From an optimization exercise on the open Yosys and OpenROAD flow, aimed at small area, a short achievable clock period and few clock cycles; shortcuts taken in it are not production practice.
At most, simulation tests tie the RTL to the original design; equivalence was not proved.
No functional check of the RTL was part of runs 2 to 6.
Power figures rest on the tool's default switching activity, not on a simulated workload.

## flow/flow/run.sh

```bash
#!/bin/bash
# The standard layout (the standard.sh, synthesis unchanged), except that
# the port buffers that placement inserts are buf_1 cells instead of the delay
# buffer the resizer picks by default. make's full output goes to flow_make.log;
# ORFS keeps each tool's log under orfs/logs/.
set -euo pipefail
export BUFFER_PORTS_ARGS="-buffer_cell sky130_fd_sc_hd__buf_1"
bash standard.sh > flow_make.log 2>&1
```

## flow/standard.sh

```bash
#!/bin/bash
# synth_recipe.tcl (not shown) runs the flow's synth.tcl, then flattens the netlist and writes it again
# the make line also repeats each setting of config.mk as NAME=value (left out here)
make -C /OpenROAD-flow-scripts/flow DESIGN_CONFIG=/design/flow/config.mk WORK_HOME=/design/flow/orfs CLKGATE_MAP_FILE= SYNTH_SCRIPT=/design/flow/synth_recipe.tcl "${@:-finish}"
```

## flow/design.v

```verilog
`timescale 1ns/1ns
package alu_pkg;
	localparam int word_width = 32;
	typedef enum logic [3:0] {
		op_add  = 4'd0,
		op_sub  = 4'd1,
		op_and  = 4'd2,
		op_or   = 4'd3,
		op_not  = 4'd4,
		op_neg  = 4'd5,
		op_shr  = 4'd6,
		op_shra = 4'd7,
		op_shl  = 4'd8,
		op_ror  = 4'd9,
		op_rol  = 4'd10,
		op_mul  = 4'd11
	} alu_op_t;
endpackage
`timescale 1ns/1ns
module alu_shifting (
	input  logic [31:0] a,
	input  logic [4:0]  s,
	input  logic [4:0]  k,
	input  logic        big,
	input  logic        left,
	input  logic        shift,
	input  logic        arith,
	output logic [31:0] c
);
	logic        fill;
	logic [31:0] rot;
	logic [31:0] th;
	logic [31:0] keep;
	assign fill = arith & a[31];
	always_comb begin
		rot = a;
		if (k[0]) rot = {rot[0],    rot[31:1]};
		if (k[1]) rot = {rot[1:0],  rot[31:2]};
		if (k[2]) rot = {rot[3:0],  rot[31:4]};
		if (k[3]) rot = {rot[7:0],  rot[31:8]};
		if (k[4]) rot = {rot[15:0], rot[31:16]};
	end
	always_comb begin
		for (int i = 0; i < 32; i++)
			th[i] = (5'(i) >= s);
	end
	always_comb begin
		if (!shift)
			keep = '1;
		else if (big)
			keep = '0;
		else if (left)
			keep = th;
		else
			for (int i = 0; i < 32; i++)
				keep[i] = th[31 - i];
	end
	assign c = (rot & keep) | ({32{fill}} & ~keep);
endmodule
`timescale 1ns/1ns
module alu_cla_adder #(
	parameter int W = 40
) (
	input  logic [W-1:0] a,
	input  logic [W-1:0] b,
	input  logic         cin,
	output logic [W-1:0] sum
);
	assign sum = a + b + {{(W-1){1'b0}}, cin};
endmodule
`timescale 1ns/1ns
module alu_booth_step (
	input  logic [31:0] m,
	input  logic [3:0]  one,
	input  logic [3:0]  two,
	input  logic [3:0]  neg,
	input  logic [32:0] s_in,
	input  logic [32:0] c_in,
	output logic [32:0] s_out,
	output logic [32:0] c_out,
	output logic [7:0]  s_lo,
	output logic [7:0]  c_lo
);
	logic [32:0]      mx;
	logic [32:0]      m2x;
	logic [3:0][32:0] r;
	logic [40:0]      a0, a1, a2, a3, sx, cx;
	logic [40:0]      s1, c1, s2, c2, s3, c3, s4, c4;
	assign mx  = {m[31], m};
	assign m2x = {m, 1'b0};
	always_comb begin
		for (int i = 0; i < 4; i++)
			r[i] = (({33{one[i]}} & mx) | ({33{two[i]}} & m2x)) ^ {33{neg[i]}};
	end
	assign a0 = {8'd0, ~r[0][32], r[0][31:0]} | (41'd170 << 32);
	assign a1 = {6'd0, ~r[1][32], r[1][31:0], 2'd0};
	assign a2 = {4'd0, ~r[2][32], r[2][31:0], 4'd0};
	assign a3 = {2'd0, ~r[3][32], r[3][31:0], 6'd0};
	assign sx = {8'd0, s_in};
	assign cx = {8'd0, c_in};
	assign s1 = a0 ^ a1 ^ a2;
	assign c1 = {((a0 & a1) | (a0 & a2) | (a1 & a2)), 1'b0};
	assign s2 = a3 ^ sx ^ cx;
	assign c2 = {((a3 & sx) | (a3 & cx) | (sx & cx)), 1'b0};
	assign s3 = s1 ^ c1 ^ s2;
	assign c3 = {((s1 & c1) | (s1 & s2) | (c1 & s2)), 1'b0};
	assign s4 = s3 ^ c3 ^ c2;
	assign c4 = {((s3 & c3) | (s3 & c2) | (c3 & c2)), 1'b0};
	assign s_lo  = s4[7:0];
	assign c_lo  = c4[7:0];
	assign s_out = s4[40:8];
	assign c_out = c4[40:8];
endmodule
module alu_booth_enc (
	input  logic [7:0] b,
	input  logic       bm1,
	output logic [3:0] one,
	output logic [3:0] two,
	output logic [3:0] neg
);
	logic [8:0] bb;
	assign bb = {b, bm1};
	always_comb begin
		for (int i = 0; i < 4; i++) begin
			one[i] = bb[2*i+1] ^ bb[2*i];
			two[i] = (bb[2*i+2] & ~bb[2*i+1] & ~bb[2*i]) |
				(~bb[2*i+2] & bb[2*i+1] & bb[2*i]);
			neg[i] = bb[2*i+2];
		end
	end
endmodule
`timescale 1ns/1ns
module alu_result_stage (
	input  logic        f_sum,
	input  logic        f_and,
	input  logic        f_or,
	input  logic        f_not,
	input  logic        f_sh,
	input  logic [31:0] y,
	input  logic [31:0] b,
	input  logic [31:0] sum,
	input  logic [31:0] shift_c,
	output logic [31:0] result
);
	assign result = ({32{f_sum}} & sum) |
		({32{f_and}} & (y & b)) |
		({32{f_or}} & (y | b)) |
		({32{f_not}} & ~b) |
		({32{f_sh}} & shift_c);
endmodule
`timescale 1ns/1ns
import alu_pkg::*;
module alu_unit (
	input  logic                           clk,
	input  logic                           rst,
	input  logic [alu_pkg::word_width-1:0] bus_in,
	input  logic                           y_load,
	input  alu_pkg::alu_op_t               op,
	input  logic                           op_valid,
	output logic [alu_pkg::word_width-1:0] z_hi,
	output logic [alu_pkg::word_width-1:0] z_lo,
	output logic                           done,
	output logic                           busy
);
	logic        accept;
	logic        acc_mul;
	logic        is_sub;
	logic        is_left;
	logic [31:0] b_r;
	logic        yl_r;
	logic        f_sub, cin_r;
	logic        f_sq, f_ya, f_sum, f_and, f_or, f_not, f_sh;
	logic        f_left, f_shift, f_arith, f_big;
	logic [4:0]  f_k;
	logic        vn;
	logic        m1, ph2, ph3, ph4, ph5;
	logic [31:0] y;
	logic [31:0] b_raw;
	logic [31:0] y_next;
	logic        s32;
	logic [32:0] cs;
	logic [7:0]  sl, cl;
	logic        k;
	logic [3:0]  e_one, e_two, e_neg;
	logic [3:0]  n_one, n_two, n_neg;
	logic [3:0]  i_one, i_two, i_neg;
	logic        step;
	logic        step_more;
	logic [31:0] src;
	logic [32:0] negs;
	logic [32:0] st_s_in, st_c_in;
	logic [32:0] st_s, st_c;
	logic [7:0]  st_sl, st_cl;
	logic [8:0]  lo_sum;
	logic [7:0]  lo_byte;
	logic [39:0] add_a, add_b, add_sum;
	logic [31:0] shift_c;
	logic [31:0] result;
	assign accept  = op_valid & ~busy;
	assign acc_mul = accept & (op == op_mul);
	assign is_sub  = (op == op_sub) | (op == op_neg);
	assign is_left = (op == op_shl) | (op == op_rol);
	always_ff @(posedge clk) begin
		if (rst) begin
			yl_r <= 1'b0;
			vn   <= 1'b0;
			m1   <= 1'b0;
			ph2  <= 1'b0;
			ph3  <= 1'b0;
			ph4  <= 1'b0;
			ph5  <= 1'b0;
			busy <= 1'b0;
			done <= 1'b0;
		end else begin
			yl_r <= y_load & ~busy;
			vn   <= accept & (op != op_mul);
			m1   <= acc_mul;
			ph2  <= m1;
			ph3  <= ph2;
			ph4  <= ph3;
			ph5  <= ph4;
			busy <= acc_mul | m1 | ph2 | ph3;
			done <= vn | ph5;
		end
	end
	always_ff @(posedge clk) begin
		if (ph4)
			b_r <= '0;
		else if (!busy)
			b_r <= bus_in ^ {32{is_sub}};
		f_sub   <= is_sub;
		cin_r   <= ph4 ? lo_sum[8] : (accept & is_sub);
		f_sq    <= accept & is_sub;
		f_ya    <= accept & ((op == op_add) | (op == op_sub));
		f_sum   <= accept & ((op == op_add) | is_sub);
		f_and   <= accept & (op == op_and);
		f_or    <= accept & (op == op_or);
		f_not   <= accept & (op == op_not);
		f_sh    <= accept & (op >= op_shr) & (op <= op_rol);
		f_left  <= is_left;
		f_shift <= (op == op_shr) | (op == op_shra) | (op == op_shl);
		f_arith <= (op == op_shra);
		f_big   <= |bus_in[31:5];
		f_k     <= is_left ? (5'd0 - bus_in[4:0]) : bus_in[4:0];
	end
	assign b_raw  = b_r ^ {32{f_sub}};
	assign y_next = yl_r ? b_raw : y;
	always_ff @(posedge clk) begin
		if (rst)
			y <= '0;
		else if (busy && y_load)
			y <= bus_in;
		else
			y <= y_next;
	end
	assign step      = m1 | ph2 | ph3 | ph4;
	assign step_more = m1 | ph2 | ph3;
	assign src       = m1 ? y : z_lo;
	alu_booth_enc u_enc_next (
		.b   (src[15:8]),
		.bm1 (src[7]),
		.one (n_one),
		.two (n_two),
		.neg (n_neg)
	);
	alu_booth_enc u_enc_first (
		.b   (y_next[7:0]),
		.bm1 (1'b0),
		.one (i_one),
		.two (i_two),
		.neg (i_neg)
	);
	always_ff @(posedge clk) begin
		if (step_more) begin
			e_one <= n_one;
			e_two <= n_two;
			e_neg <= n_neg;
		end else begin
			e_one <= i_one;
			e_two <= i_two;
			e_neg <= i_neg;
		end
	end
	always_comb begin
		negs = '0;
		for (int j = 0; j < 16; j++)
			negs[2*j] = y[2*j+1];
	end
	assign st_s_in = {s32, z_hi & {32{~m1}}};
	assign st_c_in = cs | (negs & {33{m1}});
	alu_booth_step u_step (
		.m     (b_r),
		.one   (e_one),
		.two   (e_two),
		.neg   (e_neg),
		.s_in  (st_s_in),
		.c_in  (st_c_in),
		.s_out (st_s),
		.c_out (st_c),
		.s_lo  (st_sl),
		.c_lo  (st_cl)
	);
	assign lo_sum = {1'b0, sl} + {1'b0, cl} + {8'd0, k};
	always_ff @(posedge clk) begin
		if (step) begin
			s32 <= st_s[32];
			cs  <= st_c;
			sl  <= st_sl;
			cl  <= st_cl;
			k   <= lo_sum[8];
		end else begin
			s32 <= 1'b1;
			cs  <= '0;
			sl  <= '0;
			cl  <= '0;
			k   <= 1'b0;
		end
	end
	assign add_a = {(y & {32{f_ya}}) | (z_hi & {32{ph5}}), sl};
	assign add_b = {b_r | cs[31:0], cl | {8{f_sq}}};
	alu_cla_adder #(.W(40)) u_adder (
		.a   (add_a),
		.b   (add_b),
		.cin (cin_r),
		.sum (add_sum)
	);
	alu_shifting u_shifter (
		.a     (y),
		.s     (b_r[4:0]),
		.k     (f_k),
		.big   (f_big),
		.left  (f_left),
		.shift (f_shift),
		.arith (f_arith),
		.c     (shift_c)
	);
	alu_result_stage u_result (
		.f_sum   (f_sum),
		.f_and   (f_and),
		.f_or    (f_or),
		.f_not   (f_not),
		.f_sh    (f_sh),
		.y       (y),
		.b       (b_r),
		.sum     (add_sum[39:8]),
		.shift_c (shift_c),
		.result  (result)
	);
	assign lo_byte = ph5 ? add_sum[7:0] : lo_sum[7:0];
	always_ff @(posedge clk) begin
		z_hi <= (st_s[31:0] & {32{step}}) | (add_sum[39:8] & {32{ph5}});
		z_lo <= result | ({lo_byte, src[31:8]} & {32{step | ph5}});
	end
endmodule
```

## flow/constraint.sdc

```tcl
create_clock -name core_clock -period 6.0 [get_ports {clk}]
set_input_delay 1.2000 -clock core_clock [delete_from_list [all_inputs] [get_ports {clk}]]
set_output_delay 1.2000 -clock core_clock [all_outputs]
set_load 0.01 [all_outputs]
```

## flow/config.mk

```make
export PLATFORM = sky130hd
export DESIGN_NAME = alu_unit
export DESIGN_NICKNAME = alu_unit
export VERILOG_FILES = /design/flow/design.v
export SDC_FILE = /design/flow/constraint.sdc
export NUM_CORES = 4
export LEC_CHECK = 0
export CAP_MARGIN = 20
export CORE_MARGIN = 2
export CORE_UTILIZATION = 40
export SETUP_SLACK_MARGIN = 3.6
export SLEW_MARGIN = 20
export TNS_END_PERCENT = 5
```

==> results of run 1 <==
==> final timing paths <==
check	end	slack, ns
worst max-delay path	z_hi[29]$_DFF_P_	3.05
worst min-delay path	ph4$_SDFF_PP0_	0.48
worst max register to register	z_hi[29]$_DFF_P_	3.05
worst min register to register	ph4$_SDFF_PP0_	0.48
==> timing repair <==
action	CTS	global route
setup buffers	70	11
pin swaps	64	70
gates cloned	2	7
endpoints found under the setup margin	181	165
gates resized for setup	234	56
==> layout make-up <==
type                    instances  area [um2]  share of cell area
flip-flops and latches        215        4469              0.1808
well taps                     680       850.8             0.03441
clock buffers                  39       800.8             0.03239
repair buffers                246        2068             0.08366
inverters                      80       305.3             0.01235
multi-input cells            1916       16150              0.6533
clock inverters                 9       77.57            0.003138
==> cell usage after synthesis (all sizes together) (15+ instances only) <==
| cell type | number | area, um2 |
|---|---|---|
| buf | 64 | 300.3 |
| nand4 | 15 | 93.84 |
| clkbuf | 190 | 713.2 |
| inv | 79 | 296.5 |
| nor2 | 226 | 848.3 |
| fa | 124 | 2482 |
| ha | 66 | 825.8 |
| nor2b | 78 | 488.0 |
| nand3 | 26 | 130.1 |
| a22oi | 128 | 960.9 |
| o21ai | 128 | 651.9 |
| a21o | 40 | 300.3 |
| nand2 | 118 | 442.9 |
| or2 | 40 | 250.2 |
| xnor2 | 203 | 1778 |
| a21oi | 234 | 1171 |
| a211oi | 35 | 267.8 |
| nand2b | 22 | 137.6 |
| mux2 | 38 | 427.9 |
| mux2i | 78 | 780.8 |
| a31oi | 15 | 108.9 |
| dfxtp | 215 | 4304 |
| nor3 | 16 | 85.08 |
| mux4 | 32 | 720.7 |
| a221o | 25 | 250.2 |
| a22o | 56 | 499.2 |
| xor2 | 39 | 341.6 |
==> sequential cells by signal, summed over array words and instances, names as in the netlist, 5 cells and up <==
name and count:
cl 6, z_hi 32, y 32, b_r 32
z_lo 32, f_k 5, cs 32, sl 8
==> metal layers <==
metal | track usage | share of wire
met2 | 0.4965 | 0.43
met3 | 0.06078 | 0.11
met5 | 0 | 0
met4 | 0.1931 | 0.070
met1 | 0.4312 | 0.39
==> critical path: cells and delay by family, from the launching register on <==
family,cells,cell delay (ns)
AND/OR/NAND/NOR,3,0.66
buffers and inverters,3,0.49
flip-flops,1,0.39
adder cells (fa/ha/maj),1,0.32
AO/OA/AOI/OAI,5,0.95
==> power breakdown <==
part	switching (mW)	leakage, nW	internal [mW]
sequential	0.308	1.79	1.56
clock	0.700	0.442	0.963
combinational	2.51	7.31	2.04
total	3.51	9.55	4.57
==> cells by family (layout without fill, tap and decap cells) <==
| kind of cell | Yosys count | count (layout) | synth area share |
|---|---|---|---|
| AND/OR/NAND/NOR | 591 | 591 | 0.1362 |
| multiplexers | 148 | 148 | 0.09312 |
| buffers and inverters | 334 | 374 | 0.06341 |
| XOR/XNOR | 242 | 242 | 0.1023 |
| AO/OA/AOI/OAI | 745 | 745 | 0.2376 |
| flip-flops | 215 | 215 | 0.2077 |
| adder cells (fa/ha/maj) | 190 | 190 | 0.1597 |
==> results by group, run 1 <==
Run status
  • Status: complete, no violations

Synthesis
  • Prevailing post-synth register cell: dfxtp_1
  • Cells after Synth: 2465
  • Async SR Flop Fraction: 0
  • Seq/Total Area, Yosys: 0.2077
  • Area of the mapped netlist: 0.02072 mm2
  • Post-synth EDFFs: 0
  • Cell variety after synth: 79
  • Seq cells post-synth: 215
  • Syn avg cell area: 8.406 um2
  • Syn nets: 2695
  • Ys Warns: 4

Die
  • Initial Utilization: 0.4039
  • Core area: 0.05130 mm2
  • Chip Width: 231.6 um
  • Num ports: 106
  • Row count: 83
  • Full die area: 0.05364 mm2
  • Die Height: 231.6 um

GRT
  • Initial antenna violation count: 0
  • First-pass GRT wire length: 129.8 mm
  • Pin count of the biggest net entering global routing: 69
  • Vias in the first global route: 19.19k
  • Total global-route track usage: 0.3264
  • Grt total ovfl: 0

Clocking
  • Maximum root-to-sink buffer count: 3
  • CTS root buffer: clkbuf_16
  • Clk slew on worst S/H paths: 0.06 ns
  • CTS tree: built
  • TritonCTS buffer count: 27
  • Hold_buf cts: 0
  • CTS Sinks: 215
  • H-tree depth: 1
  • Later-pin clock latency in the skew report: 0.58 ns

Setup path
  • Crit. End Element: register
  • Critical Path RT: 6.45 ns
  • Setup crit start kind: register
  • Max incr delay on CP: 0.39 ns
  • CP Cell Sequence: buf_12 > a22o_1 > ha_4 > nand4_1 > or2_1 > buf_4 > nor2_1 > o31a_1 > o21ai_2 > a311oi_2 > buf_4 > o21ai_1
  • Critical Path Start: f_ya$_DFF_P_
  • WS Path Type: reg2reg
  • FF-to-FF path depth: 12
  • Critical Path Most Common Cell: buf_4
  • Max stage delay cell, worst path: dfxtp_4
  • Reg2reg start: f_ya$_DFF_P_
  • Critical Path AT: 3.40 ns
  • Worst-path maximum fanout: 18

Placement
  • Placement Setup Slack: 2.276 ns
  • Port buffer count: 105
  • Placer Congestion: 1.038
  • Dpl cell area: 0.02154 mm2
  • Placed Cells: 3047
  • DP Wirelength: 62.10 mm

STA
  • Final setup vio count: 0
  • WHS: 0.4803 ns
  • Setup TNS: 0 ns
  • Final worst slack: 3.047 ns
  • Worst-Margin Slew: 0.9933 ns
  • Worst Skew: 0.01698 ns
  • FMAX: 338.7 MHz
  • Final Hold Violating Endpoints: 0
  • Count of pins over their slew limit: 0
  • Unrepaired setup endpoints after global routing: true
  • Tmin final: 2.953 ns
  • Period utilisation layout: 0.4921
  • Max-slew headroom: 0.3378

Route
  • Avg WL per Cell: 28.80 um
  • Routed wire length: 91.73 mm
  • Initial DRC Count: 2377
  • Routed vias/inst: 6.341
  • Antenna viol nets, final: 0
  • First-pass DRT Iterations: 6
  • DRC: 0
  • Via count: 20.20k

Layout
  • Fillers: 4963
  • Core Util, Final: 0.4819
  • Finished Cell Area: 0.02472 mm2
  • Commonest non-fill, non-tap cell in the layout: nor2_1
  • Fin nets: 2716
  • Share of cells above drive strength 1: 0.2060
  • P&R area growth vs syn: 19.32%
  • Final cell count without fillers: 3185
  • Most frequent cells in the layout: nor2_1, a21oi_1, xnor2_1, dfxtp_1, fa_1
  • # diodes: 0

Pwr
  • Max IR drop VDD: 222.8 uV
  • Leak: 9.548 nW
  • Pwr dens: 326.9 mW/mm2
  • Total chip power: 8.081 mW

Worst hold path
  • Min-delay worst type: reg2reg
  • Hold path cells: 1
  • Hold Path Origin: ph3$_SDFF_PP0_

Flow run
  • Max-cap violation count: 0
Testbench counts, summed over its fixed seeds: cycles 6,522.
==> inputs of run 2 (changes only) <==
--- a/flow/design.v
+++ b/flow/design.v
@@ -66,7 +66,29 @@
 	input  logic         cin,
 	output logic [W-1:0] sum
 );
-	assign sum = a + b + {{(W-1){1'b0}}, cin};
+	localparam int L = $clog2(W);
+	logic [W-1:0] p;
+	logic [L:0][W-1:0] g_l;
+	logic [L:0][W-1:0] p_l;
+	assign p = a ^ b;
+	always_comb begin
+		g_l[0]    = a & b;
+		p_l[0]    = p;
+		g_l[0][0] = (a[0] & b[0]) | (p[0] & cin);
+		p_l[0][0] = 1'b0;
+		for (int l = 0; l < L; l++) begin
+			for (int i = 0; i < W; i++) begin
+				if (((i >> l) & 1) != 0) begin
+					g_l[l+1][i] = g_l[l][i] | (p_l[l][i] & g_l[l][((i >> l) << l) - 1]);
+					p_l[l+1][i] = p_l[l][i] & p_l[l][((i >> l) << l) - 1];
+				end else begin
+					g_l[l+1][i] = g_l[l][i];
+					p_l[l+1][i] = p_l[l][i];
+				end
+			end
+		end
+	end
+	assign sum = p ^ {g_l[L][W-2:0], cin};
 endmodule
 `timescale 1ns/1ns
 module alu_booth_step (
@@ -225,7 +247,7 @@
 	end
 	always_ff @(posedge clk) begin
 		if (ph4)
-			b_r <= '0;
+			b_r <= st_c[31:0];
 		else if (!busy)
 			b_r <= bus_in ^ {32{is_sub}};
 		f_sub   <= is_sub;
@@ -317,7 +339,7 @@
 		end
 	end
 	assign add_a = {(y & {32{f_ya}}) | (z_hi & {32{ph5}}), sl};
-	assign add_b = {b_r | cs[31:0], cl | {8{f_sq}}};
+	assign add_b = {b_r, cl | {8{f_sq}}};
 	alu_cla_adder #(.W(40)) u_adder (
 		.a   (add_a),
 		.b   (add_b),
==> flow/run.sh (new file) <==
#!/bin/bash
# synth_recipe.tcl (not shown) runs the flow's synth.tcl, then flattens the netlist and writes it again
# the make line also repeats each setting of config.mk as NAME=value (left out here)
make -C /OpenROAD-flow-scripts/flow DESIGN_CONFIG=/design/flow/config.mk WORK_HOME=/design/flow/orfs CLKGATE_MAP_FILE= SYNTH_SCRIPT=/design/flow/synth_recipe.tcl finish
--- a/flow/config.mk
+++ b/flow/config.mk
@@ -8,6 +8,5 @@
 export CAP_MARGIN = 20
 export CORE_MARGIN = 2
 export CORE_UTILIZATION = 40
-export SETUP_SLACK_MARGIN = 3.6
+export SETUP_SLACK_MARGIN = 3.3
 export SLEW_MARGIN = 20
-export TNS_END_PERCENT = 5
removed: flow/flow/run.sh
removed: flow/standard.sh
==> results by group, run 2 <==
Setup path
  • WS Path Type: reg2reg (unchanged)
  • Critical Path RT: 6.43 ns (was 6.45 ns)
  • Worst-path maximum fanout: 30 (was 18)
  • Setup crit start kind: register (unchanged)
  • Crit. End Element: register (unchanged)
  • Critical Path AT: 3.76 ns (was 3.40 ns)

Layout
  • Commonest non-fill, non-tap cell in the layout: nor2_1 (unchanged)
  • P&R area growth vs syn: 35.61% (was 19.32%)
  • Share of cells above drive strength 1: 0.3379 (was 0.2060)
  • Core Util, Final: 0.5491 (was 0.4819)
  • Most frequent cells in the layout: nor2_1, buf_4, xnor2_1, nand2_1, inv_1 (was nor2_1, a21oi_1, xnor2_1, dfxtp_1, fa_1)
  • Fin nets: 2743 (was 2716)
  • Final cell count without fillers: 3203 (was 3185)

Clocking
  • CTS Sinks: 215 (unchanged)
  • Clk slew on worst S/H paths: 0.07 ns (was 0.06 ns)
  • CTS root buffer: clkbuf_16 (unchanged)
  • TritonCTS buffer count: 27 (unchanged)
  • CTS tree: built (unchanged)
  • Maximum root-to-sink buffer count: 3 (unchanged)
  • Later-pin clock latency in the skew report: 0.59 ns (was 0.58 ns)
  • H-tree depth: 1 (unchanged)

Synthesis
  • Synth top area share: 0.1803 (was 0.2077)
  • Synth Area in XOR/XNOR: 0.1013 (was 0.1023)
  • Syn avg cell area: 8.704 um2 (was 8.406 um2)
  • Seq/Total Area, Yosys: 0.2276 (was 0.2077)
  • Synth area leader: dfxtp_1 (unchanged)
  • Syn nets: 2568 (was 2695)
  • Most common cell in the netlist: dfxtp_1 (was a21oi_1)
  • Prevailing post-synth register cell: dfxtp_1 (unchanged)
  • Ys Warns: 5 (was 4)
  • Synth Area in Adders: 0.1672 (was 0.1597)
  • Cells after Synth: 2334 (was 2465)
  • Fraction of synthesized area in multiplexers: 0.09695 (was 0.09312)
  • Top post-synthesis cells by area: dfxtp_1, fa_1, xnor2_1 (unchanged)
  • Seq cells post-synth: 215 (unchanged)
  • Post-Synth Simple-Gate Area: 0.1076 (was 0.1362)
  • Commonest cells post-synth: dfxtp_1, clkbuf_1, xnor2_1, nor2_1, a21oi_1 (was a21oi_1, nor2_1, dfxtp_1, xnor2_1, clkbuf_1)
  • Area of the mapped netlist: 0.02031 mm2 (was 0.02072 mm2)
  • Post-synth EDFFs: 32 (was 0)
  • Cell variety after synth: 72 (was 79)
  • Largest family of logic cells by synthesized area: compound AO/OA/AOI/OAI gates (unchanged)
  • Synth Area in Compound Gates: 0.2287 (was 0.2376)
  • Async SR Flop Fraction: 0 (unchanged)

Die
  • Core area: 0.05017 mm2 (was 0.05130 mm2)
  • Initial Utilization: 0.4049 (was 0.4039)
  • Chip Width: 229.4 um (was 231.6 um)
  • Die Height: 229.4 um (was 231.6 um)
  • Row count: 82 (was 83)
  • Num ports: 106 (unchanged)
  • Full die area: 0.05260 mm2 (was 0.05364 mm2)

Flow run
  • Max-cap violation count: 0 (unchanged)

Route
  • Via count: 20.62k (was 20.20k)
  • Antenna viol nets, final: 0 (unchanged)
  • Routed vias/inst: 6.439 (was 6.341)
  • DRC: 0 (unchanged)
  • Initial DRC Count: 2676 (was 2377)
  • First-pass DRT Iterations: 6 (unchanged)
  • Routed wire length: 100.8 mm (was 91.73 mm)
  • Avg WL per Cell: 31.48 um (was 28.80 um)

STA
  • Final Hold Violating Endpoints: 0 (unchanged)
  • Worst Skew: 0.03491 ns (was 0.01698 ns)
  • Setup TNS: 0 ns (unchanged)
  • Period utilisation layout: 0.5559 (was 0.4921)
  • Count of pins over their slew limit: 0 (unchanged)
  • Unrepaired setup endpoints after global routing: true (unchanged)
  • Worst-Margin Slew: 0.9929 ns (was 0.9933 ns)
  • FMAX: 299.8 MHz (was 338.7 MHz)
  • Tmin final: 3.335 ns (was 2.953 ns)
  • Max-slew headroom: 0.3380 (was 0.3378)
  • Final setup vio count: 0 (unchanged)

Placement
  • Placed Cells: 2919 (was 3047)
  • Placer Congestion: 0.9901 (was 1.038)
  • DP Wirelength: 64.14 mm (was 62.10 mm)
  • Port buffer count: 105 (unchanged)

Worst hold path
  • Min-delay worst type: reg2reg (unchanged)

Run status
  • Status: complete, no violations (unchanged)

GRT
  • Total global-route track usage: 0.3730 (was 0.3264)
  • First-pass GRT wire length: 143.4 mm (was 129.8 mm)
  • Pin count of the biggest net entering global routing: 70 (was 69)
  • Vias in the first global route: 19.94k (was 19.19k)
  • Initial antenna violation count: 8 (was 0)
  • Grt total ovfl: 0 (unchanged)

Pwr
  • Pwr dens: 327.1 mW/mm2 (was 326.9 mW/mm2)
  • Max IR drop VDD: 210.9 uV (was 222.8 uV)
  • Leak: 10.99 nW (was 9.548 nW)
run 2: cell count changes in the layout (fill, tap and decap cells not counted), moves of 52 or more:
cell,previous run,this run
inv_1,72,124
dlygate4sd2_1,0,55
nor2_1,221,153
buf_4,90,143
buf_1,104,0
nor2b_1,77,25
xnor2_1,186,134
a21oi_1,218,117
fa_2,4,57
a22oi_1,99,43
a22oi_2,29,88
run 2: path summary, 6_finish.rpt:
check / from / cells past startpoint / slack [ns] / endpoint
max: b_r[3]$_DFFE_PP_ / 8 / 2.66 / z_lo[31]$_DFF_P_
min: busy$_SDFF_PP0_ / 1 / 0.48 / yl_r$_SDFF_PP0_
max reg2reg: b_r[3]$_DFFE_PP_ / 8 / 2.66 / z_lo[31]$_DFF_P_
min reg2reg: busy$_SDFF_PP0_ / 1 / 0.48 / yl_r$_SDFF_PP0_
run 2: power breakdown:
| part | switching, mW | total (mW) | internal [mW] |
|---|---|---|---|
| Sequential | 0.222 | 1.81 | 1.59 |
| Clock | 0.732 | 1.67 | 0.943 |
| Combinational | 3.03 | 5.52 | 2.49 |
| Total | 3.98 | 9.01 | 5.03 |
run 2: stage by stage:
stage / worst slack, ns / hold WS [ns] / total power, mW / cell area (um2)
after floorplan: 2.843 / 0.4114 / 4.381 / 20890
after global placement: 2.168 / 0.4542 / 6.037 / 21970
after detailed placement: 2.159 / 0.4605 / 6.060 / 21970
after CTS: 2.748 / 0.4780 / 8.608 / 26460
after global routing: 2.643 / 0.5101 / 9.382 / 27550
final: 2.665 / 0.4795 / 9.011 / 27550
run 2: metal layers:
| layer | vias to the layer above | share of wire | GRT usage |
|---|---|---|---|
| li1 | 8583 | - | - |
| met1 | 10270 | 0.38 | 0.4820 |
| met2 | 1406 | 0.44 | 0.5739 |
| met3 | 353 | 0.12 | 0.1022 |
| met4 | 8 | 0.064 | 0.1845 |
| met5 | - | 0.00046 | 0 |
run 2: logic make-up after synthesis:
logic type / count (synthesis)
adder cells (fa/ha/maj): 194
AO/OA/AOI/OAI: 683
multiplexers: 152
XOR/XNOR: 235
flip-flops: 215
AND/OR/NAND/NOR: 474
buffers and inverters: 381
run 2: layout make-up:
class	instances	area (um2)
well taps	672	840.8
clock inverters	15	147.6
repair inverters	1	7.507
repair buffers	376	4136
multi-input cells	1738	16330
clock buffers	35	725.7
diodes	1	2.502
inverters	150	574.3
flip-flops and latches	215	4781
fillers	4385	22620
run 2: repair_timing:
action                                  4_1_cts  5_1_grt
hold buffers                                  0        0
gates cloned                                 10        1
endpoints found under the setup margin      192      133
pin swaps                                   199      163
setup buffers                               188       34
resized for setup                           455      173
run 2: worst max-delay path: stages, from the launching register on:
cell and delay, ns:
edfxtp_1 0.42, buf_12 0.20, nor4_1 0.63, a21oi_1 0.17
o21ai_0 0.60, o21ai_0 0.39, a221o_1 0.39, a31oi_1 0.20
o221ai_1 0.15
==> inputs of run 3 (changes only) <==
--- a/flow/design.v
+++ b/flow/design.v
@@ -246,7 +246,9 @@
 		end
 	end
 	always_ff @(posedge clk) begin
-		if (ph4)
+		if (rst)
+			b_r <= '0;
+		else if (ph4)
 			b_r <= st_c[31:0];
 		else if (!busy)
 			b_r <= bus_in ^ {32{is_sub}};
==> results by group, run 3 <==
Run status
  • Status: complete, but fails checks (was complete, no violations)
  • SO Faults: antenna rules

Layout
  • Finished Cell Area: 0.02613 mm2 (was 0.02755 mm2)
  • FF/Latch Area: 0.004538 mm2 (was 0.004781 mm2)
  • Most frequent cells in the layout: nor2_1, a21oi_1, xnor2_1, nand2_1, inv_1 (was nor2_1, buf_4, xnor2_1, nand2_1, inv_1)
  • Core Util, Final: 0.5197 (was 0.5491)
  • P&R area growth vs syn: 27.82% (was 35.61%)
  • Multi-input gate area: 0.01628 mm2 (was 0.01633 mm2)
  • Fin nets: 2712 (was 2743)
  • Commonest non-fill, non-tap cell in the layout: nor2_1 (unchanged)
  • Fillers: 4623 (was 4385)
  • Share of cells above drive strength 1: 0.2955 (was 0.3379)

Route
  • First-pass DRT Iterations: 8 (was 6)
  • Routed vias/inst: 6.302 (was 6.439)
  • Avg WL per Cell: 29.17 um (was 31.48 um)
  • Routed wire length: 92.45 mm (was 100.8 mm)
  • Antenna viol nets, final: 1 (was 0)
  • Initial DRC Count: 2573 (was 2676)
  • Via count: 19.97k (was 20.62k)
  • DRC: 0 (unchanged)

Die
  • Initial Utilization: 0.4066 (was 0.4049)
  • Core area: 0.05027 mm2 (was 0.05017 mm2)
  • Die Height: 230.1 um (was 229.4 um)
  • Row count: 82 (unchanged)
  • Num ports: 106 (unchanged)
  • Full die area: 0.05293 mm2 (was 0.05260 mm2)
  • Chip Width: 230.1 um (was 229.4 um)

STA
  • Worst-Margin Slew: 0.9935 ns (was 0.9929 ns)
  • Final Hold Violating Endpoints: 0 (unchanged)
  • Count of pins over their slew limit: 0 (unchanged)
  • Final worst slack: 2.635 ns (was 2.665 ns)
  • Unrepaired setup endpoints after global routing: true (unchanged)
  • Tmin final: 3.365 ns (was 3.335 ns)
  • Period utilisation layout: 0.5609 (was 0.5559)
  • Final setup vio count: 0 (unchanged)
  • FMAX: 297.1 MHz (was 299.8 MHz)
  • Setup TNS: 0 ns (unchanged)
  • Worst Skew: 0.01307 ns (was 0.03491 ns)
  • Max-slew headroom: 0.3377 (was 0.3380)

Placement
  • DP Wirelength: 62.23 mm (was 64.14 mm)
  • Port buffer count: 105 (unchanged)
  • Placement Setup Slack: 2.100 ns (was 2.159 ns)
  • Placer Congestion: 1.007 (was 0.9901)
  • Dpl cell area: 0.02207 mm2 (was 0.02197 mm2)

Clocking
  • CTS root buffer: clkbuf_16 (unchanged)
  • TritonCTS buffer count: 27 (unchanged)
  • Maximum root-to-sink buffer count: 3 (unchanged)
  • CTS tree: built (unchanged)
  • Clk slew on worst S/H paths: 0.07 ns (about the same)
  • Hold_buf cts: 0 (unchanged)
  • H-tree depth: 1 (unchanged)
  • CTS Sinks: 215 (unchanged)
  • Later-pin clock latency in the skew report: 0.57 ns (was 0.59 ns)

GRT
  • Pin count of the biggest net entering global routing: 68 (was 70)
  • Met1 Use GR: 0.4564 (was 0.4820)
  • Vias in the first global route: 19.08k (was 19.94k)
  • First-pass GRT wire length: 131.2 mm (was 143.4 mm)
  • Initial antenna violation count: 6 (was 8)
  • Grt total ovfl: 0 (unchanged)
  • Met2 Use GR: 0.5073 (was 0.5739)
  • Grt peak-use layer: met2 (unchanged)
  • Total global-route track usage: 0.3353 (was 0.3730)
  • GR Util met3: 0.06262 (was 0.1022)

Pwr
  • Max IR drop VDD: 204.3 uV (was 210.9 uV)
  • Pwr dens: 283.4 mW/mm2 (was 327.1 mW/mm2)
  • Leak: 10.28 nW (was 10.99 nW)

Synthesis
  • Syn nets: 2651 (was 2568)
  • Ys Warns: 5 (unchanged)
  • Seq cells post-synth: 215 (unchanged)
  • Seq/Total Area, Yosys: 0.2106 (was 0.2276)
  • Syn avg cell area: 8.458 um2 (was 8.704 um2)
  • Async SR Flop Fraction: 0 (unchanged)
  • Prevailing post-synth register cell: dfxtp_1 (unchanged)
  • Cells after Synth: 2417 (was 2334)
  • Most common cell in the netlist: nor2_1 (was dfxtp_1)
  • Area of the mapped netlist: 0.02044 mm2 (was 0.02031 mm2)
  • Cell variety after synth: 81 (was 72)
  • Commonest cells post-synth: nor2_1, dfxtp_1, xnor2_1, a21oi_1, clkbuf_1 (was dfxtp_1, clkbuf_1, xnor2_1, nor2_1, a21oi_1)
  • Top post-synthesis cells by area: dfxtp_1, fa_1, xnor2_1 (unchanged)
  • Synth top area share: 0.2106 (was 0.1803)
  • Synth area leader: dfxtp_1 (unchanged)
  • Post-synth EDFFs: 0 (was 32)

Flow run
  • Max-cap violation count: 0 (unchanged)

Setup path
  • CP Cell Sequence: clkbuf_16 > buf_8 > a22o_1 > ha_1 > and3_2 > and3_2 > o211ai_4 > a211oi_2 > nand2b_4 > inv_4 > fa_2 > o21ai_2 > a221oi_2 > o2111ai_1 (was buf_12 > nor4_1 > a21oi_1 > o21ai_0 > o21ai_0 > a221o_1 > a31oi_1 > o221ai_1)
  • Max incr delay on CP: 0.55 ns (was 0.63 ns)
  • Worst-path maximum fanout: 6 (was 30)
  • Max stage delay cell, worst path: fa_2 (was nor4_1)
  • Reg2reg start: f_ya$_DFF_P_ (was b_r[3]$_DFFE_PP_)
  • Critical Path Start: f_ya$_DFF_P_ (was b_r[3]$_DFFE_PP_)
  • Critical Path Most Common Cell: and3_2 (was o21ai_0)
  • Crit. End Element: register (unchanged)
  • Critical Path RT: 6.40 ns (was 6.43 ns)
  • WS Path Type: reg2reg (unchanged)
  • Setup crit start kind: register (unchanged)
  • Critical Path AT: 3.76 ns (about the same)

Worst hold path
  • Hold Path Origin: ph3$_SDFF_PP0_ (was busy$_SDFF_PP0_)
  • Min-delay worst type: reg2reg (unchanged)
==> run 3: path summary, 6_finish.rpt <==
| kind | end | slack (ns) | cells past startpoint |
|---|---|---|---|
| hold reg to reg | ph4$_SDFF_PP0_ | 0.46 | 1 |
| hold / removal | ph4$_SDFF_PP0_ | 0.46 | 1 |
| setup / recovery | z_lo[24]$_DFF_P_ | 2.63 | 14 |
| setup reg to reg | z_lo[24]$_DFF_P_ | 2.63 | 14 |
==> run 3: stage by stage <==
step	cells	hold slack [ns]	total power, mW
finish	3169	0.4617	7.404
global route	3163	0.4912	7.702
floorplan	2417	0.4114	3.640
CTS	3112	0.4626	7.041
global placement	2999	0.4511	4.824
detailed placement	2999	0.4578	4.885
==> run 3: cell families after synthesis <==
| family | synth area share |
|---|---|
| AOI/OAI and AO/OA | 0.2235 |
| xor gates and xnor gates | 0.1041 |
| adders and majority gates | 0.1661 |
| buffers and inverters | 0.07375 |
| DFF | 0.2106 |
| muxes | 0.1077 |
| and+or+nand+nor | 0.1143 |
==> run 3: worst max-delay path, delay by kind of cell, from the launching register on <==
family | cells | cell delay [ns]
AOI/OAI and AO/OA | 6 | 0.91
adders and majority gates | 2 | 0.90
buffers and inverters | 3 | 0.33
DFF | 1 | 0.37
and+or+nand+nor | 3 | 0.68
==> run 3: power breakdown <==
group          switching [mW]  leakage [nW]  internal (mW)  total, mW
Combinational            2.09          8.04           1.79       3.88
Clock                   0.697         0.428          0.990       1.69
Sequential              0.307          1.81           1.53       1.84
==> run 3: routing by layer <==
layer	routed length, um	part of all wire
met5	7	0.000076
met4	6195	0.067
met3	9911	0.11
met2	39390	0.43
met1	36950	0.40
==> run 3: area by class of cell <==
class / count / share of cell area
tap: 672 / 0.03218
multi-input combinational: 1813 / 0.6229
antenna: 6 / 0.0005746
clock buffer: 32 / 0.02816
inverter: 151 / 0.02179
timing repair buffer: 270 / 0.1156
clock inverter: 10 / 0.005028
sequential: 215 / 0.1737
==> run 3: repair_timing <==
item                       in CTS  in global routing
resized for setup             422                149
setup endpoints to repair     197                125
buffers inserted               59                 47
pin swaps                     148                119
gates cloned                   12                  4
==> inputs of run 4 (changes only) <==
--- a/flow/config.mk
+++ b/flow/config.mk
@@ -10,3 +10,4 @@
 export CORE_UTILIZATION = 40
 export SETUP_SLACK_MARGIN = 3.3
 export SLEW_MARGIN = 20
+export TNS_END_PERCENT = 5
==> results by group, run 4 <==
Route
  • Via count: 19.92k (was 19.97k)
  • Routed vias/inst: 6.365 (was 6.302)
  • DRC: 0 (unchanged)
  • Antenna viol nets, final: 0 (was 1)
  • Routed wire length: 91.53 mm (was 92.45 mm)
  • Initial DRC Count: 2730 (was 2573)
  • First-pass DRT Iterations: 8 (unchanged)
  • Avg WL per Cell: 29.24 um (was 29.17 um)

Setup path
  • Max incr delay on CP: 0.44 ns (was 0.55 ns)
  • Critical Path RT: 6.45 ns (was 6.40 ns)
  • Setup crit start kind: register (unchanged)
  • Max stage delay cell, worst path: a221o_2 (was fa_2)
  • CP Cell Sequence: buf_12 > a22o_4 > ha_4 > buf_4 > a21oi_2 > o21ai_1 > a221o_2 > o211ai_4 > a211oi_4 > nand2b_4 > buf_4 > buf_4 > buf_6 > a31oi_4 > xnor2_2 > a221o_1 (was clkbuf_16 > buf_8 > a22o_1 > ha_1 > and3_2 > and3_2 > o211ai_4 > a211oi_2 > nand2b_4 > inv_4 > fa_2 > o21ai_2 > a221oi_2 > o2111ai_1)
  • Crit. End Element: register (unchanged)
  • Critical Path AT: 3.91 ns (was 3.76 ns)
  • WS Path Type: reg2reg (unchanged)
  • Flop2flop setup slack: 2.54 ns (was 2.63 ns)
  • Worst-path maximum fanout: 8 (was 6)
  • Critical Path Most Common Cell: buf_4 (was and3_2)

Worst hold path
  • Min-delay worst type: reg2reg (unchanged)

Die
  • Row count: 82 (unchanged)
  • Core area: 0.05027 mm2 (unchanged)
  • Initial Utilization: 0.4066 (unchanged)
  • Die Height: 230.1 um (unchanged)
  • Num ports: 106 (unchanged)
  • Full die area: 0.05293 mm2 (unchanged)
  • Chip Width: 230.1 um (unchanged)

Clocking
  • Later-pin clock latency in the skew report: 0.58 ns (was 0.57 ns)
  • H-tree depth: 1 (unchanged)
  • Maximum root-to-sink buffer count: 3 (unchanged)
  • CTS root buffer: clkbuf_16 (unchanged)
  • CTS Sinks: 215 (unchanged)
  • TritonCTS buffer count: 27 (unchanged)
  • CTS tree: built (unchanged)
  • Clk slew on worst S/H paths: 0.06 ns (was 0.07 ns)

Synthesis
  • Seq cells post-synth: 215 (unchanged)
  • Synth top area share: 0.2106 (unchanged)
  • Seq/Total Area, Yosys: 0.2106 (unchanged)
  • Syn avg cell area: 8.458 um2 (unchanged)
  • Post-synth EDFFs: 0 (unchanged)
  • Cell variety after synth: 81 (unchanged)
  • Prevailing post-synth register cell: dfxtp_1 (unchanged)
  • Synth Area in Compound Gates: 0.2235 (unchanged)
  • Post-Synth Simple-Gate Area: 0.1143 (unchanged)
  • Synth area leader: dfxtp_1 (unchanged)
  • Ys Warns: 5 (unchanged)
  • Commonest cells post-synth: nor2_1, dfxtp_1, xnor2_1, a21oi_1, clkbuf_1 (unchanged)
  • Top post-synthesis cells by area: dfxtp_1, fa_1, xnor2_1 (unchanged)
  • Synth Area in XOR/XNOR: 0.1041 (unchanged)
  • Syn nets: 2651 (unchanged)
  • Synth Area in Adders: 0.1661 (unchanged)
  • Most common cell in the netlist: nor2_1 (unchanged)
  • Area of the mapped netlist: 0.02044 mm2 (unchanged)
  • Async SR Flop Fraction: 0 (unchanged)
  • Fraction of synthesized area in multiplexers: 0.1077 (unchanged)
  • Largest family of logic cells by synthesized area: compound AO/OA/AOI/OAI gates (unchanged)
  • Cells after Synth: 2417 (unchanged)

STA
  • Worst-Margin Slew: 1.110 ns (was 0.9935 ns)
  • Worst Skew: 0.02600 ns (was 0.01307 ns)
  • Unrepaired setup endpoints after global routing: true (unchanged)
  • Count of pins over their slew limit: 0 (unchanged)
  • Final setup vio count: 0 (unchanged)
  • Tmin final: 3.458 ns (was 3.365 ns)
  • Max-slew headroom: 0.2579 (was 0.3377)
  • Period utilisation layout: 0.5764 (was 0.5609)
  • FMAX: 289.2 MHz (was 297.1 MHz)
  • Setup TNS: 0 ns (unchanged)
  • Final Hold Violating Endpoints: 0 (unchanged)

Layout
  • Finished Cell Area: 0.02457 mm2 (was 0.02613 mm2)
  • P&R area growth vs syn: 20.20% (was 27.82%)
  • FF/Latch Area: 0.004437 mm2 (was 0.004538 mm2)
  • Multi-input gate area: 0.01531 mm2 (was 0.01628 mm2)
  • Fin nets: 2673 (was 2712)
  • Commonest non-fill, non-tap cell in the layout: nor2_1 (unchanged)
  • Fillers: 4714 (was 4623)
  • Share of cells above drive strength 1: 0.1702 (was 0.2955)
  • Most frequent cells in the layout: nor2_1, xnor2_1, a21oi_1, dfxtp_1, inv_1 (was nor2_1, a21oi_1, xnor2_1, nand2_1, inv_1)

Placement
  • Dpl cell area: 0.02182 mm2 (was 0.02207 mm2)
  • Placer Congestion: 0.9870 (was 1.007)
  • Port buffer count: 105 (unchanged)
  • DP Wirelength: 61.47 mm (was 62.23 mm)

GRT
  • Grt total ovfl: 0 (unchanged)
  • First-pass GRT wire length: 127.1 mm (was 131.2 mm)
  • Total global-route track usage: 0.3220 (was 0.3353)
  • Initial antenna violation count: 2 (was 6)
  • Vias in the first global route: 18.53k (was 19.08k)
  • Pin count of the biggest net entering global routing: 68 (unchanged)

Run status
  • Status: complete, no violations (was complete, but fails checks)

Pwr
  • Leak: 9.419 nW (was 10.28 nW)
  • Max IR drop VDD: 186.9 uV (was 204.3 uV)
  • Pwr dens: 275.0 mW/mm2 (was 283.4 mW/mm2)

Flow run
  • Max-cap violation count: 0 (unchanged)
run 4: layout make-up:
class | instances | area share
multi-input combinational | 1813 | 0.6231
sequential | 215 | 0.1806
timing repair buffer | 231 | 0.1033
tap | 672 | 0.03422
clock buffer | 36 | 0.03091
inverter | 151 | 0.02312
clock inverter | 10 | 0.004583
antenna | 2 | 0.0002037
run 4: worst paths after layout:
path,cells after the start,to,startpoint
worst max register to register,16,z_lo[26]$_DFF_P_,f_ya$_DFF_P_
worst max-delay path,16,z_lo[26]$_DFF_P_,f_ya$_DFF_P_
worst min register to register,1,ph4$_SDFF_PP0_,ph3$_SDFF_PP0_
worst min-delay path,1,ph4$_SDFF_PP0_,ph3$_SDFF_PP0_
run 4: worst max-delay path: cells and delay by family, from the launching register on:
family | cells | cell delay [ns]
fa+ha+maj | 1 | 0.25
buf+inv | 5 | 0.66
simple gates | 1 | 0.17
compound gates | 8 | 1.79
xor+xnor | 1 | 0.10
flops | 1 | 0.37
run 4: logic make-up after synthesis:
group,Yosys count
simple gates,520
buf+inv,389
fa+ha+maj,194
mux,172
compound gates,684
xor+xnor,243
flops,215
run 4: what timing repair did:
item	4_1_cts	5_1_grt
hold buffers	0	0
gates resized for setup	80	98
buffers inserted	29	50
gates cloned	2	4
pin swaps	36	30
endpoints found under the setup margin	192	192
run 4: stage by stage:
step	power [mW]	hold WS (ns)	utilization	setup WS (ns)	instances
after floorplan	3.557	0.4114	-	2.584	2417
after global placement	4.690	0.4523	0.4340	1.962	2996
after detailed placement	4.720	0.4587	0.4341	1.868	2997
after CTS	6.424	0.4620	0.4659	2.610	3074
after global routing	7.058	0.5081	0.4887	2.495	3128
final	6.757	0.4858	0.4888	2.542	3130
run 4: where the power goes:
group	leakage (nW)	switching [mW]	internal [mW]
clock	0.427	0.712	0.968
sequential	1.78	0.269	1.53
combinational	7.21	1.86	1.42
run 4: layer usage:
| layer | up-vias | share of wire | global-route usage |
|---|---|---|---|
| met3 | 301 | 0.12 | 0.06200 |
| met1 | 9815 | 0.39 | 0.4517 |
| li1 | 8438 | - | - |
| met4 | 2 | 0.062 | 0.1325 |
| met5 | - | 0.00014 | 0 |
| met2 | 1365 | 0.43 | 0.4838 |
==> inputs of run 5 (changes only) <==
--- a/flow/design.v
+++ b/flow/design.v
@@ -246,9 +246,7 @@
 		end
 	end
 	always_ff @(posedge clk) begin
-		if (rst)
-			b_r <= '0;
-		else if (ph4)
+		if (ph4)
 			b_r <= st_c[31:0];
 		else if (!busy)
 			b_r <= bus_in ^ {32{is_sub}};
==> results by group, run 5 <==
STA
  • Unrepaired setup endpoints after global routing: true (unchanged)
  • WHS: 0.5065 ns (was 0.4858 ns)
  • Worst-Margin Slew: 1.118 ns (was 1.110 ns)
  • Tmin final: 3.264 ns (was 3.458 ns)
  • Max-slew headroom: 0.2476 (was 0.2579)
  • Final setup vio count: 0 (unchanged)
  • Period utilisation layout: 0.5440 (was 0.5764)
  • Worst Skew: 0.01854 ns (was 0.02600 ns)
  • Setup TNS: 0 ns (unchanged)
  • Final Hold Violating Endpoints: 0 (unchanged)
  • FMAX: 306.4 MHz (was 289.2 MHz)
  • Count of pins over their slew limit: 0 (unchanged)

Pwr
  • Switching power: 3.509 mW (was 2.842 mW)
  • Clock power share: 0.213 (was 0.249)
  • Sequential Power Share: 0.237 (was 0.266)
  • Leak: 9.540 nW (was 9.419 nW)
  • Sw Ratio: 0.4426 (was 0.4206)
  • Logic pwr share: 0.549 (was 0.485)
  • Cell Int Power: 4.420 mW (was 3.915 mW)
  • Max IR drop VDD: 228.4 uV (was 186.9 uV)
  • Pwr dens: 324.3 mW/mm2 (was 275.0 mW/mm2)

Setup path
  • Critical Path RT: 6.42 ns (was 6.45 ns)
  • Setup crit start kind: register (unchanged)
  • Worst-path maximum fanout: 12 (was 8)
  • Flop2flop setup slack: 2.74 ns (was 2.54 ns)
  • Crit. End Element: register (unchanged)
  • WS Path Type: reg2reg (unchanged)
  • Critical Path AT: 3.68 ns (was 3.91 ns)

Synthesis
  • Most common cell in the netlist: dfxtp_1 (was nor2_1)
  • Cells after Synth: 2334 (was 2417)
  • Syn nets: 2568 (was 2651)
  • Top post-synthesis cells by area: dfxtp_1, fa_1, xnor2_1 (unchanged)
  • Area of the mapped netlist: 0.02031 mm2 (was 0.02044 mm2)
  • Ys Warns: 5 (unchanged)
  • Synth top area share: 0.1803 (was 0.2106)
  • Seq/Total Area, Yosys: 0.2276 (was 0.2106)
  • Cell variety after synth: 72 (was 81)
  • Seq cells post-synth: 215 (unchanged)
  • Post-synth EDFFs: 32 (was 0)
  • Async SR Flop Fraction: 0 (unchanged)
  • Synth area leader: dfxtp_1 (unchanged)
  • Prevailing post-synth register cell: dfxtp_1 (unchanged)
  • Commonest cells post-synth: dfxtp_1, clkbuf_1, xnor2_1, nor2_1, a21oi_1 (was nor2_1, dfxtp_1, xnor2_1, a21oi_1, clkbuf_1)
  • Syn avg cell area: 8.704 um2 (was 8.458 um2)

Clocking
  • H-tree depth: 1 (unchanged)
  • CTS Sinks: 215 (unchanged)
  • CTS root buffer: clkbuf_16 (unchanged)
  • Maximum root-to-sink buffer count: 3 (unchanged)
  • TritonCTS buffer count: 26 (was 27)
  • Later-pin clock latency in the skew report: 0.57 ns (was 0.58 ns)
  • Hold_buf cts: 0 (unchanged)
  • Clk slew on worst S/H paths: 0.06 ns (about the same)
  • CTS tree: built (unchanged)

Layout
  • Multi-input gate area: 0.01488 mm2 (was 0.01531 mm2)
  • Fillers: 4753 (was 4714)
  • FF/Latch Area: 0.004691 mm2 (was 0.004437 mm2)
  • Commonest non-fill, non-tap cell in the layout: xnor2_1 (was nor2_1)
  • Share of cells above drive strength 1: 0.1620 (was 0.1702)
  • Most frequent cells in the layout: xnor2_1, nor2_1, dfxtp_1, a21oi_1, inv_1 (was nor2_1, xnor2_1, a21oi_1, dfxtp_1, inv_1)
  • P&R area growth vs syn: 20.34% (was 20.20%)
  • Fin nets: 2622 (was 2673)

Route
  • Routed vias/inst: 6.316 (was 6.365)
  • Antenna viol nets, final: 0 (unchanged)
  • Avg WL per Cell: 29.76 um (was 29.24 um)
  • First-pass DRT Iterations: 6 (was 8)
  • DRC: 0 (unchanged)
  • Initial DRC Count: 2287 (was 2730)
  • Via count: 19.46k (was 19.92k)
  • Routed wire length: 91.68 mm (was 91.53 mm)

Die
  • Core area: 0.05017 mm2 (was 0.05027 mm2)
  • Row count: 82 (unchanged)
  • Full die area: 0.05260 mm2 (was 0.05293 mm2)
  • Initial Utilization: 0.4049 (was 0.4066)
  • Die Height: 229.4 um (was 230.1 um)
  • Chip Width: 229.4 um (was 230.1 um)
  • Num ports: 106 (unchanged)

GRT
  • First-pass GRT wire length: 131.5 mm (was 127.1 mm)
  • Vias in the first global route: 18.75k (was 18.53k)
  • Met2 Use GR: 0.5207 (was 0.4838)
  • Total global-route track usage: 0.3409 (was 0.3220)
  • Grt peak-use layer: met2 (unchanged)
  • Pin count of the biggest net entering global routing: 70 (was 68)
  • GR Util met3: 0.07694 (was 0.06200)
  • Met1 Use GR: 0.4506 (was 0.4517)
  • Grt total ovfl: 0 (unchanged)
  • Initial antenna violation count: 1 (was 2)

Placement
  • DP Wirelength: 62.76 mm (was 61.47 mm)
  • Placer Congestion: 0.9939 (was 0.9870)
  • Port buffer count: 105 (unchanged)

Worst hold path
  • Min-delay worst type: reg2reg (unchanged)

Run status
  • Status: complete, no violations (unchanged)

Flow run
  • Max-cap violation count: 0 (unchanged)
run 5: changes by cell type after synthesis, moves of 13 or more:
cell | before | now
edfxtp_1 | 0 | 32
mux2_2 | 54 | 38
a21oi_1 | 177 | 154
xor2_1 | 45 | 58
xnor2_1 | 198 | 177
dfxtp_1 | 215 | 183
o21ai_0 | 129 | 115
nor2_1 | 222 | 175
run 5: logic make-up after synthesis:
group	share of synthesized area
AO/OA/AOI/OAI	0.2287
XOR/XNOR	0.1013
adder cells (fa/ha/maj)	0.1672
buffers and inverters	0.07065
flip-flops	0.2276
multiplexers	0.09695
AND/OR/NAND/NOR	0.1076
run 5: final timing paths:
path	from	depth (start not counted)	to
worst max-delay path	b_r[16]$_DFFE_PP_	7	cs[12]$_SDFF_PN0_
worst max register to register	b_r[16]$_DFFE_PP_	7	cs[12]$_SDFF_PN0_
worst min register to register	ph3$_SDFF_PP0_	1	ph4$_SDFF_PP0_
worst min-delay path	ph3$_SDFF_PP0_	1	ph4$_SDFF_PP0_
run 5: critical path: stages (launching register included):
cell	delay (ns)
edfxtp_1	0.86
a22oi_1	0.20
xnor2_1	0.21
fa_1	0.52
inv_1	0.05
fa_1	0.45
fa_1	0.43
nor2_1	0.40
run 5: layout make-up:
type | count | share of cell area
diodes | 1 | 0.0001024
clock buffers | 34 | 0.02994
clock inverters | 14 | 0.006244
inverters | 150 | 0.02318
multi-input cells | 1738 | 0.6087
flip-flops and latches | 215 | 0.1919
well taps | 672 | 0.03439
repair buffers | 257 | 0.1055
run 5: power groups by stage:
stage / registers (mW) / clock network [mW] / logic (mW)
floorplan: 1.70 / 0 / 2.58
global placement: 2.00 / 0 / 3.88
detailed placement: 2.00 / 0 / 3.92
CTS: 1.86 / 1.70 / 4.24
global route: 1.88 / 1.76 / 4.71
finish: 1.88 / 1.69 / 4.36
run 5: stage by stage:
stage          worst slack (ns)  utilization  power, mW  instances  cell area [um2]
2_1_floorplan             2.841            -      4.283       2334            20620
3_3_place_gp              2.311       0.4341      5.879       2916            21780
3_5_place_dp              2.278       0.4341      5.924       2916            21780
4_1_cts                   2.804       0.4789      7.804       3060            24020
5_1_grt                   2.654       0.4872      8.340       3080            24440
6_report                  2.736       0.4873      7.929       3081            24450
run 5: layer usage:
layer / share of wire / vias to the layer above
met5: 0.000087 / -
li1: - / 8338
met3: 0.11 / 310
met2: 0.43 / 1241
met1: 0.40 / 9569
met4: 0.063 / 2
run 5: repair_timing:
action                     in CTS  in global routing
cloned                          3                  1
buffers inserted               93                 19
pin swaps                      38                 27
gates resized for setup        85                 41
setup endpoints to repair     194                203
==> inputs of run 6 (changes only) <==
--- a/flow/design.v
+++ b/flow/design.v
@@ -190,7 +190,7 @@
 	logic        is_left;
 	logic [31:0] b_r;
 	logic        yl_r;
-	logic        f_sub, cin_r;
+	logic        f_sub;
 	logic        f_sq, f_ya, f_sum, f_and, f_or, f_not, f_sh;
 	logic        f_left, f_shift, f_arith, f_big;
 	logic [4:0]  f_k;
@@ -214,8 +214,8 @@
 	logic [32:0] st_s, st_c;
 	logic [7:0]  st_sl, st_cl;
 	logic [8:0]  lo_sum;
-	logic [7:0]  lo_byte;
-	logic [39:0] add_a, add_b, add_sum;
+	logic [31:0] add_a, add_b, add_sum;
+	logic        add_cin;
 	logic [31:0] shift_c;
 	logic [31:0] result;
 	assign accept  = op_valid & ~busy;
@@ -246,12 +246,13 @@
 		end
 	end
 	always_ff @(posedge clk) begin
-		if (ph4)
+		if (rst)
+			b_r <= '0;
+		else if (ph4)
 			b_r <= st_c[31:0];
 		else if (!busy)
 			b_r <= bus_in ^ {32{is_sub}};
 		f_sub   <= is_sub;
-		cin_r   <= ph4 ? lo_sum[8] : (accept & is_sub);
 		f_sq    <= accept & is_sub;
 		f_ya    <= accept & ((op == op_add) | (op == op_sub));
 		f_sum   <= accept & ((op == op_add) | is_sub);
@@ -338,12 +339,13 @@
 			k   <= 1'b0;
 		end
 	end
-	assign add_a = {(y & {32{f_ya}}) | (z_hi & {32{ph5}}), sl};
-	assign add_b = {b_r, cl | {8{f_sq}}};
-	alu_cla_adder #(.W(40)) u_adder (
+	assign add_a   = (y & {32{f_ya}}) | (z_hi & {32{ph5}});
+	assign add_b   = b_r;
+	assign add_cin = f_sq | (ph5 & lo_sum[8]);
+	alu_cla_adder #(.W(32)) u_adder (
 		.a   (add_a),
 		.b   (add_b),
-		.cin (cin_r),
+		.cin (add_cin),
 		.sum (add_sum)
 	);
 	alu_shifting u_shifter (
@@ -364,13 +366,12 @@
 		.f_sh    (f_sh),
 		.y       (y),
 		.b       (b_r),
-		.sum     (add_sum[39:8]),
+		.sum     (add_sum),
 		.shift_c (shift_c),
 		.result  (result)
 	);
-	assign lo_byte = ph5 ? add_sum[7:0] : lo_sum[7:0];
 	always_ff @(posedge clk) begin
-		z_hi <= (st_s[31:0] & {32{step}}) | (add_sum[39:8] & {32{ph5}});
-		z_lo <= result | ({lo_byte, src[31:8]} & {32{step | ph5}});
+		z_hi <= (st_s[31:0] & {32{step}}) | (add_sum & {32{ph5}});
+		z_lo <= result | ({lo_sum[7:0], src[31:8]} & {32{step | ph5}});
 	end
 endmodule
--- a/flow/config.mk
+++ b/flow/config.mk
@@ -10,4 +10,3 @@
 export CORE_UTILIZATION = 40
 export SETUP_SLACK_MARGIN = 3.3
 export SLEW_MARGIN = 20
-export TNS_END_PERCENT = 5
==> results by group, run 6 <==
STA
  • Setup TNS: 0 ns (unchanged)
  • Tmin final: 4.514 ns (was 3.264 ns)
  • Period utilisation layout: 0.7523 (was 0.5440)
  • Max-slew headroom: 0.2003 (was 0.2476)
  • Final setup vio count: 0 (unchanged)
  • Worst-Margin Slew: 1.169 ns (was 1.118 ns)
  • Worst Skew: 0.03548 ns (was 0.01854 ns)
  • FMAX: 221.5 MHz (was 306.4 MHz)
  • Count of pins over their slew limit: 0 (unchanged)
  • Unrepaired setup endpoints after global routing: true (unchanged)
  • Final Hold Violating Endpoints: 0 (unchanged)
  • WHS: 0.4525 ns (was 0.5065 ns)

Synthesis
  • Ys Warns: 5 (unchanged)
  • Seq cells post-synth: 214 (was 215)
  • Cells after Synth: 2373 (was 2334)
  • Synth top area share: 0.2131 (was 0.1803)
  • Prevailing post-synth register cell: dfxtp_1 (unchanged)
  • Area of the mapped netlist: 0.02011 mm2 (was 0.02031 mm2)
  • Async SR Flop Fraction: 0 (unchanged)
  • Top post-synthesis cells by area: dfxtp_1, fa_1, xnor2_1 (unchanged)
  • Most common cell in the netlist: nor2_1 (was dfxtp_1)
  • Seq/Total Area, Yosys: 0.2131 (was 0.2276)
  • Synth area leader: dfxtp_1 (unchanged)
  • Syn nets: 2598 (was 2568)
  • Commonest cells post-synth: nor2_1, dfxtp_1, a21oi_1, xnor2_1, clkbuf_1 (was dfxtp_1, clkbuf_1, xnor2_1, nor2_1, a21oi_1)
  • Cell variety after synth: 79 (was 72)
  • Post-synth EDFFs: 0 (was 32)
  • Syn avg cell area: 8.474 um2 (was 8.704 um2)

Pwr
  • Clock power share: 0.227 (was 0.213)
  • Max IR drop VDD: 215.1 uV (was 228.4 uV)
  • Pwr dens: 290.9 mW/mm2 (was 324.3 mW/mm2)
  • Logic pwr share: 0.526 (was 0.549)
  • Leak: 10.01 nW (was 9.540 nW)
  • Sequential Power Share: 0.246 (was 0.237)
  • Cell Int Power: 4.421 mW (was 4.420 mW)
  • Sw Ratio: 0.4094 (was 0.4426)
  • Switching power: 3.065 mW (was 3.509 mW)
  • Total chip power: 7.486 mW (was 7.929 mW)

GRT
  • Initial antenna violation count: 9 (was 1)
  • Pin count of the biggest net entering global routing: 68 (was 70)
  • Vias in the first global route: 18.69k (was 18.75k)
  • First-pass GRT wire length: 128.2 mm (was 131.5 mm)
  • Total global-route track usage: 0.3291 (was 0.3409)
  • Grt total ovfl: 0 (unchanged)

Placement
  • DP Wirelength: 59.48 mm (was 62.76 mm)
  • Placed Cells: 2945 (was 2916)
  • Port buffer count: 105 (unchanged)
  • Dpl cell area: 0.02172 mm2 (was 0.02178 mm2)
  • Placer Congestion: 0.9737 (was 0.9939)

Route
  • Initial DRC Count: 2284 (was 2287)
  • First-pass DRT Iterations: 6 (unchanged)
  • Avg WL per Cell: 28.66 um (was 29.76 um)
  • DRC: 0 (unchanged)
  • Routed vias/inst: 6.242 (was 6.316)
  • Antenna viol nets, final: 0 (unchanged)
  • Routed wire length: 89.28 mm (was 91.68 mm)
  • Via count: 19.44k (was 19.46k)

Setup path
  • Max stage delay cell, worst path: fa_2 (was edfxtp_1)
  • Critical Path Most Common Cell: a21oi_2 (was fa_1)
  • WS Path Type: reg2reg (unchanged)
  • Delay-heaviest family, CP: compound AO/OA/AOI/OAI gates (was adder cells)
  • Worst Path Buf+Inv: 0 (was 1)
  • Max incr delay on CP: 0.37 ns (was 0.86 ns)
  • CP Cell Sequence: ha_4 > ha_4 > a21o_1 > a21oi_2 > o21bai_1 > a21oi_2 > nor2b_1 > o21ai_1 > nand2b_1 > a21o_1 > fa_2 > fa_2 > a211oi_4 > nor3_4 > o2111a_2 > or2_4 > a2111o_1 > a21oi_2 > xnor2_2 > a221o_1 (was a22oi_1 > xnor2_1 > fa_1 > inv_1 > fa_1 > fa_1 > nor2_1)
  • Crit. End Element: register (unchanged)
  • Critical Path RT: 6.44 ns (was 6.42 ns)
  • Worst-path maximum fanout: 4 (was 12)
  • Flop2flop setup slack: 1.49 ns (was 2.74 ns)
  • Critical Path AT: 4.96 ns (was 3.68 ns)
  • Setup crit start kind: register (unchanged)

Flow run
  • Max-cap violation count: 0 (unchanged)

Die
  • Chip Width: 228.2 um (was 229.4 um)
  • Row count: 82 (unchanged)
  • Die Height: 228.2 um (was 229.4 um)
  • Initial Utilization: 0.4033 (was 0.4049)
  • Core area: 0.04986 mm2 (was 0.05017 mm2)
  • Num ports: 106 (unchanged)
  • Full die area: 0.05208 mm2 (was 0.05260 mm2)

Clocking
  • Clk slew on worst S/H paths: 0.07 ns (was 0.06 ns)
  • CTS root buffer: clkbuf_16 (unchanged)
  • Later-pin clock latency in the skew report: 0.59 ns (was 0.57 ns)
  • Maximum root-to-sink buffer count: 3 (unchanged)
  • H-tree depth: 1 (unchanged)
  • TritonCTS buffer count: 27 (was 26)
  • CTS Sinks: 214 (was 215)
  • CTS tree: built (unchanged)
  • Hold_buf cts: 0 (unchanged)

Layout
  • Final cell count without fillers: 3115 (was 3081)
  • Most frequent cells in the layout: nor2_1, a21oi_1, xnor2_1, dfxtp_1, nand2_1 (was xnor2_1, nor2_1, dfxtp_1, a21oi_1, inv_1)
  • Commonest non-fill, non-tap cell in the layout: nor2_1 (was xnor2_1)
  • Fin nets: 2645 (was 2622)
  • Finished Cell Area: 0.02574 mm2 (was 0.02445 mm2)
  • P&R area growth vs syn: 27.99% (was 20.34%)
  • Share of cells above drive strength 1: 0.2958 (was 0.1620)

Run status
  • Status: complete, no violations (unchanged)

Worst hold path
  • Min-delay worst type: reg2reg (unchanged)
-- run 6: cell count changes in the layout (fill, tap and decap cells not counted), sizes merged, moves of 21 or more --
cell,previous run,this run
nor2,175,238
nand2,137,112
dlygate4sd2,0,57
a21oi,155,210
xor2,58,37
edfxtp,32,0
clkdlybuf4s50,104,45
dfxtp,183,214
mux2,38,66
-- run 6: cell families (layout without fill, tap and decap cells) --
family | after synthesis | in the layout | share of synthesized area
adders and majority gates | 185 | 185 | 0.1629
buffers and inverters | 380 | 447 | 0.07230
AOI/OAI and AO/OA | 691 | 691 | 0.2231
muxes | 179 | 179 | 0.1181
and+or+nand+nor | 492 | 493 | 0.1095
xor gates and xnor gates | 232 | 232 | 0.1011
DFF | 214 | 214 | 0.2131
other | 0 | 2 | 0
-- run 6: layout make-up --
class,count,area [um2]
clock buffers,41,788.3
clock inverters,9,102.6
repair buffers,261,3072
flip-flops and latches,214,4468
inverters,135,510.5
well taps,672,840.8
repair inverters,1,7.507
fillers,4644,24130
diodes,2,5.005
multi-input cells,1780,15940
-- run 6: routing by layer --
layer  wire (um)  GRT usage  vias to the layer above
met5          26          0                        -
met4        5153     0.1522                        4
met3        8638    0.07075                      265
met2       40790     0.5292                     1110
met1       34670     0.4225                     9676
li1            -          -                     8389
-- run 6: stage by stage --
stage | util | setup WS, ns
after floorplan | - | 1.908
after global placement | 0.4356 | 1.454
after detailed placement | 0.4356 | 1.453
after CTS | 0.4958 | 1.663
after global routing | 0.5160 | 1.309
final | 0.5161 | 1.486
-- run 6: path summary, 6_finish.rpt --
check                           depth (start not counted)          start          endpoint
worst max-delay path                                   20   k$_SDFF_PN0_  z_lo[22]$_DFF_P_
worst min-delay path                                    2  vn$_SDFF_PP0_   done$_SDFF_PP0_
worst max register to register                         20   k$_SDFF_PN0_  z_lo[22]$_DFF_P_
worst min register to register                          2  vn$_SDFF_PP0_   done$_SDFF_PP0_
-- run 6: power groups by stage --
stage	clock (mW)	sequential, mW	combinational [mW]
finish	1.70	1.84	3.94
global route	1.76	1.84	4.22
CTS	1.70	1.83	3.58
detailed placement	0	1.82	3.07
global placement	0	1.82	3.03
floorplan	0	1.63	2.10
-- run 6: worst register-to-register path: cells and delay by family (launching register included) --
family	cells	cell delay [ns]
DFF	1	0.33
xor gates and xnor gates	1	0.12
adders and majority gates	4	1.02
AOI/OAI and AO/OA	11	2.39
and+or+nand+nor	4	0.51
-- run 6: timing repair --
action / in CTS / in global routing
gates cloned: 18 / 2
pin swaps: 191 / 132
setup buffers: 67 / 31
setup endpoints to repair: 191 / 133
gates resized for setup: 408 / 156

Re-timed with assumed drivers on the ports (clkbuf_16 on the clock, buf_2 on other inputs), run 6 has 1.486 ns of setup slack against 1.486 ns with ideal ports, and 1.486 ns once port delays also move by the mid clock arrival of 0.633 ns.
